Background: an optimization exercise with open tools, aiming at small area and a short achievable clock period. Do not read the settings as production practice.
Power is estimated from default activity; no workload was simulated.

== run 1 ==
==> flow/design.v (excerpt) <==
module dadda_mul_top
(
    input  logic        clk,
    input  logic        arst_n,
    input  logic [31:0] a,
    input  logic [31:0] b,
    output logic [63:0] y
);
Size in the first run: roughly 2,500 cells after synthesis, roughly 130 I/O pins, ~0.026 mm² of cells after synthesis.
clock: 22.0 ns
lec_check: 0
abc_area: 1
abc_clock_period_in_ps: 22000
cap_margin: 20
core_margin: 2
core_utilization: 40
slew_margin: 20
synth_hierarchical: 1
synth_minimum_keep_size: 0
standard.sh (not shown) runs the stock make flow with config.mk's settings and CLKGATE_MAP_FILE= SYNTH_SCRIPT=/design/flow/synth_recipe.tcl, a recipe that flattens the netlist after the stock synthesis.
==> flow/flow/run.sh <==
#!/bin/bash
# standard layout with buf_2 port buffers and the resizer's setup repair aiming for extra slack
set -euo pipefail
bash standard.sh "BUFFER_PORTS_ARGS=-buffer_cell sky130_fd_sc_hd__buf_2" SETUP_SLACK_MARGIN=14.2 finish > standard_make.log 2>&1
## Diff of input files: run 2 against run 1
Settings: changing CORE_UTILIZATION from 40 to 55.
==> flow/flow/run.sh <==
#!/bin/bash
# standard layout with buf_2 port buffers and the resizer's setup repair aiming for extra slack
set -euo pipefail
bash standard.sh "BUFFER_PORTS_ARGS=-buffer_cell sky130_fd_sc_hd__buf_2" SETUP_SLACK_MARGIN=13.9 finish > standard_make.log 2>&1
Notes after the runs:
Power: run 2 draws less than run 1
The sequential cell count of run 2 and that of run 1 are within noise of each other.
Per the comparison of run 2 with run 1, global-route wire length before repair fell by about 2%; number of post-CTS setup repair buffers went down 77; clock slew seen by the registers of the worst setup and hold paths ~0 delta.
Looking at slowest library cell on the worst path, the sky130_fd_sc_hd__fa_1 result is from run 1; the sky130_fd_sc_hd__fa_2 one comes from run 2.
The inputs of run 3 differ from those of run 2 as listed below.
Settings: CORE_UTILIZATION now 40, was 55.
==> flow/flow/run.sh <==
#!/bin/bash
# standard layout, with the resizer's setup repair aiming for extra slack
set -euo pipefail
bash standard.sh SETUP_SLACK_MARGIN=13.6 finish > standard_make.log 2>&1
Notes after the runs:
Looking at count of vias placed by the detailed router across run 2 and run 3, the one that comes out higher is run 2. Max fraction of area in registers across run 2 and run 3: run 3. In the tables for run 2 and run 3, power spent charging and discharging nets reads higher with run 2. Diff run 3..run 2 | count of max-cap constraint violations | unchanged. Relative to run 2, final instance area has decreased by 550 µm² in run 3. Looking at post-route worst setup slack, run 3 sits below run 2. Between run 2 and run 3, the initial core utilization is lower for run 3. The routed wire length in run 3 was lower than what run 2 gave.
Function was not checked in any run of this note: the RTL went through the layout flow alone.

* * *

Another version of the RTL of dadda_mul_top (not shown whole).
Size in the first run: ~2600 cells after synthesis, roughly 25000 sq um of cells after synthesis.
==> flow/config.mk <==
export PLATFORM = sky130hd
export DESIGN_NAME = dadda_mul_top
export DESIGN_NICKNAME = dadda_mul_top
export VERILOG_FILES = /design/flow/design.v
export SDC_FILE = /design/flow/constraint.sdc
export NUM_CORES = 4
export LEC_CHECK = 0
export ABC_AREA = 1
export ABC_CLOCK_PERIOD_IN_PS = 22000
export CAP_MARGIN = 20
export CORE_MARGIN = 2
export CORE_UTILIZATION = 40
export CTS_BUF_LIST = sky130_fd_sc_hd__clkbuf_4 sky130_fd_sc_hd__clkbuf_8
export SLEW_MARGIN = 20
export SYNTH_HIERARCHICAL = 1
export SYNTH_MINIMUM_KEEP_SIZE = 0
==> flow/constraint.sdc <==
create_clock -name core_clock -period 22.0 [get_ports {clk}]
set_input_delay 4.4000 -clock core_clock [delete_from_list [all_inputs] [get_ports {clk}]]
set_output_delay 4.4000 -clock core_clock [all_outputs]
set_load 0.01 [all_outputs]
==> flow/flow/run.sh <==
#!/bin/bash
# standard layout with buf_2 port buffers; the resizer's setup repair aims for extra slack
# up to clock tree synthesis, and only for the plain constraints after global routing
set -euo pipefail
P="BUFFER_PORTS_ARGS=-buffer_cell sky130_fd_sc_hd__buf_2"
bash standard.sh "$P" SETUP_SLACK_MARGIN=13.9 cts > standard_make_cts.log 2>&1
bash standard.sh "$P" SETUP_SLACK_MARGIN=0 finish > standard_make_finish.log 2>&1
Next try:
--- a/flow/flow/run.sh
+++ b/flow/flow/run.sh
@@ -4,4 +4,4 @@
 set -euo pipefail
 P="BUFFER_PORTS_ARGS=-buffer_cell sky130_fd_sc_hd__buf_2"
-bash standard.sh "$P" SETUP_SLACK_MARGIN=13.9 cts > standard_make_cts.log 2>&1
+bash standard.sh "$P" SETUP_SLACK_MARGIN=14.1 cts > standard_make_cts.log 2>&1
 bash standard.sh "$P" SETUP_SLACK_MARGIN=0 finish > standard_make_finish.log 2>&1
Outcome: The changed run finished with timing, DRC and antenna clean. Combinational power came out higher by about 5%. Synthesized cell count does not change. Routed wire length grows by 7.3%. Total power rises by 4.6%. Critical path depth decreases by 1. Count of clock-buffer cells in the layout came out lower by 1. Worst setup slack gets better by 0.082 ns.
No functional check of the RTL was part of any run of this note.

* * *

## build 15
Another version of the RTL of dadda_mul_top (not shown whole).
For scale: ~2500 cells after synthesis, roughly 120 flip-flops, ~130 I/O pins.
==> flow/config.mk <==
export PLATFORM = sky130hd
export DESIGN_NAME = dadda_mul_top
export DESIGN_NICKNAME = dadda_mul_top
export VERILOG_FILES = /design/flow/design.v
export SDC_FILE = /design/flow/constraint.sdc
export NUM_CORES = 4
export LEC_CHECK = 0
export ABC_AREA = 1
export ABC_CLOCK_PERIOD_IN_PS = 22000
export CAP_MARGIN = 20
export CORE_MARGIN = 2
export CORE_UTILIZATION = 40
export CTS_BUF_LIST = sky130_fd_sc_hd__clkbuf_4 sky130_fd_sc_hd__clkbuf_8
export PLACE_DENSITY = 0.75
export SLEW_MARGIN = 20
export SYNTH_HIERARCHICAL = 1
export SYNTH_MINIMUM_KEEP_SIZE = 0
==> flow/constraint.sdc <==
create_clock -name core_clock -period 22.0 [get_ports {clk}]
set_input_delay 4.4000 -clock core_clock [delete_from_list [all_inputs] [get_ports {clk}]]
set_output_delay 4.4000 -clock core_clock [all_outputs]
set_load 0.01 [all_outputs]
==> flow/flow/run.sh <==
#!/bin/bash
# standard layout with buf_2 port buffers, a clock tree without dummy loads, and the
# resizer's setup repair aiming for extra slack from placement to clock tree synthesis, for a little
# less after global routing, and for the plain constraints in the rest
set -euo pipefail
P="BUFFER_PORTS_ARGS=-buffer_cell sky130_fd_sc_hd__buf_2"
C="CTS_ARGS=-sink_clustering_enable -repair_clock_nets -dont_use_dummy_load -sink_clustering_size 30 -buf_list {sky130_fd_sc_hd__clkbuf_4 sky130_fd_sc_hd__clkbuf_8}"
bash standard.sh "$P" "$C" SETUP_SLACK_MARGIN=0 floorplan > standard_make_fp.log 2>&1
bash standard.sh "$P" "$C" SETUP_SLACK_MARGIN=14.3 cts > standard_make_cts.log 2>&1
bash standard.sh "$P" "$C" SETUP_SLACK_MARGIN=14.1 grt > standard_make_grt.log 2>&1
bash standard.sh "$P" "$C" SETUP_SLACK_MARGIN=0 finish > standard_make_finish.log 2>&1
Relative to build 15, the following input files were edited for build 92:
diff --git a/flow/flow/run.sh b/flow/flow/run.sh
--- a/flow/flow/run.sh
+++ b/flow/flow/run.sh
@@ -9,2 +9,2 @@
-bash standard.sh "$P" "$C" SETUP_SLACK_MARGIN=14.3 cts > standard_make_cts.log 2>&1
-bash standard.sh "$P" "$C" SETUP_SLACK_MARGIN=14.1 grt > standard_make_grt.log 2>&1
+bash standard.sh "$P" "$C" SETUP_SLACK_MARGIN=14.2 cts > standard_make_cts.log 2>&1
+bash standard.sh "$P" "$C" SETUP_SLACK_MARGIN=14.0 grt > standard_make_grt.log 2>&1
[summary]
Build 92 — switching power summed over all nets 0.054 mW lower, build 15 as reference. Comparing fmax for build 15 and build 92, the smaller number came from build 92. Compared build 92 vs build 15, and area of combinational cells with multiple inputs is down in build 92. Final core utilization ended up 2.0 points lower on build 92 than on build 15. Between build 15 and build 92, the difference in multi-input gate count is negligible. Build 92 vs build 15: design area down. The sequential share of layout area in build 92 sits 0.38 points above the value recorded for build 15. Looking at wire length of the first global-routing pass across both flows, build 92 is the stronger of the two, with build 15 trailing.
diff inputs: build 92 => build 14
diff --git a/flow/flow/run.sh b/flow/flow/run.sh
--- a/flow/flow/run.sh
+++ b/flow/flow/run.sh
@@ -9,2 +9,2 @@
-bash standard.sh "$P" "$C" SETUP_SLACK_MARGIN=14.2 cts > standard_make_cts.log 2>&1
-bash standard.sh "$P" "$C" SETUP_SLACK_MARGIN=14.0 grt > standard_make_grt.log 2>&1
+bash standard.sh "$P" "$C" SETUP_SLACK_MARGIN=13.9 cts > standard_make_cts.log 2>&1
+bash standard.sh "$P" "$C" SETUP_SLACK_MARGIN=13.7 grt > standard_make_grt.log 2>&1
==> notes.md <==
Build 14: PASS, flow complete, no timing, DRC or antenna violations
Diff build 92 -> build 14: overall power consumption saw a decrease, final area saw a decrease, area overhead of the layout relative to synthesis saw a decrease, minimum clock period saw an increase.
Input-level comparison between build 20 and build 14:
diff --git a/flow/flow/run.sh b/flow/flow/run.sh
--- a/flow/flow/run.sh
+++ b/flow/flow/run.sh
@@ -9,2 +9,2 @@
-bash standard.sh "$P" "$C" SETUP_SLACK_MARGIN=13.9 cts > standard_make_cts.log 2>&1
-bash standard.sh "$P" "$C" SETUP_SLACK_MARGIN=13.7 grt > standard_make_grt.log 2>&1
+bash standard.sh "$P" "$C" SETUP_SLACK_MARGIN=14.1 cts > standard_make_cts.log 2>&1
+bash standard.sh "$P" "$C" SETUP_SLACK_MARGIN=13.9 grt > standard_make_grt.log 2>&1
==> comparison <==
- Build 20 ran to completion and came out clean on the timing, design-rule and antenna checks.
- Number of multi-input logic gates: build 20 vs build 14, no meaningful difference
- The estimated power of build 20 ends up higher than the estimate for build 14.
- Re amount of wire on met2 after detailed routing: build 20 and build 14 aren't equal, and the higher value belongs to build 20.
- On part of the total power dissipated in combinational logic, the lower figure sits with build 14, not build 20.
- Cell count (build 20 vs. build 14) increases slightly
- Cmp build 20 and build 14 / overall routing resource usage / lower: build 14
- Against build 14, wire length of the first global-routing pass in build 20 came out worse.
- End-of-flow core utilization (lower): build 14
No run of this note included a check of the RTL's function; only the layout flow was run.

## afterwards: timing with drivers on the ports
How much do the figures lean on ideal ports? The routed layouts below were timed once more, with nothing changed but the port constraints.
Step 1, drivers: a clkbuf_16 drives clk and a buf_2 each remaining input, both assumed.
Step 2 moves the port delays by t, midway between the first and last clock arrival at a register: inputs arrive t later, outputs are due t later. That takes back most of the time a late clock gives input paths.
Slacks: no drivers / after step 1 / after step 2; pairs: no drivers / after step 1.
run	t (ns)	setup slack, ns	slew at the worst register clock pin (ns)
run 1	0.555	13.955 / 13.986 / 13.431	0.07 / 0.07
run 2	0.552	13.818 / 13.855 / 13.303	0.07 / 0.07
run 3	0.559	13.618 / 13.657 / 13.098	0.06 / 0.06
the first run of note 2	0.615	13.754 / 13.779 / 13.165	0.09 / 0.09
the second run of note 2	0.595	13.836 / 13.864 / 13.269	0.09 / 0.09
build 15	0.593	14.144 / 14.126 / 13.538	0.09 / 0.09
build 92	0.587	14.066 / 14.038 / 13.451	0.09 / 0.09
build 14	0.585	13.830 / 13.805 / 13.220	0.09 / 0.09
build 20	0.586	13.989 / 13.978 / 13.392	0.09 / 0.09
After both steps setup and hold are still met in every run listed. For build 92, which loses most, drivers alone change the setup slack by -0.028 ns; drivers and shift together by -0.615 ns.
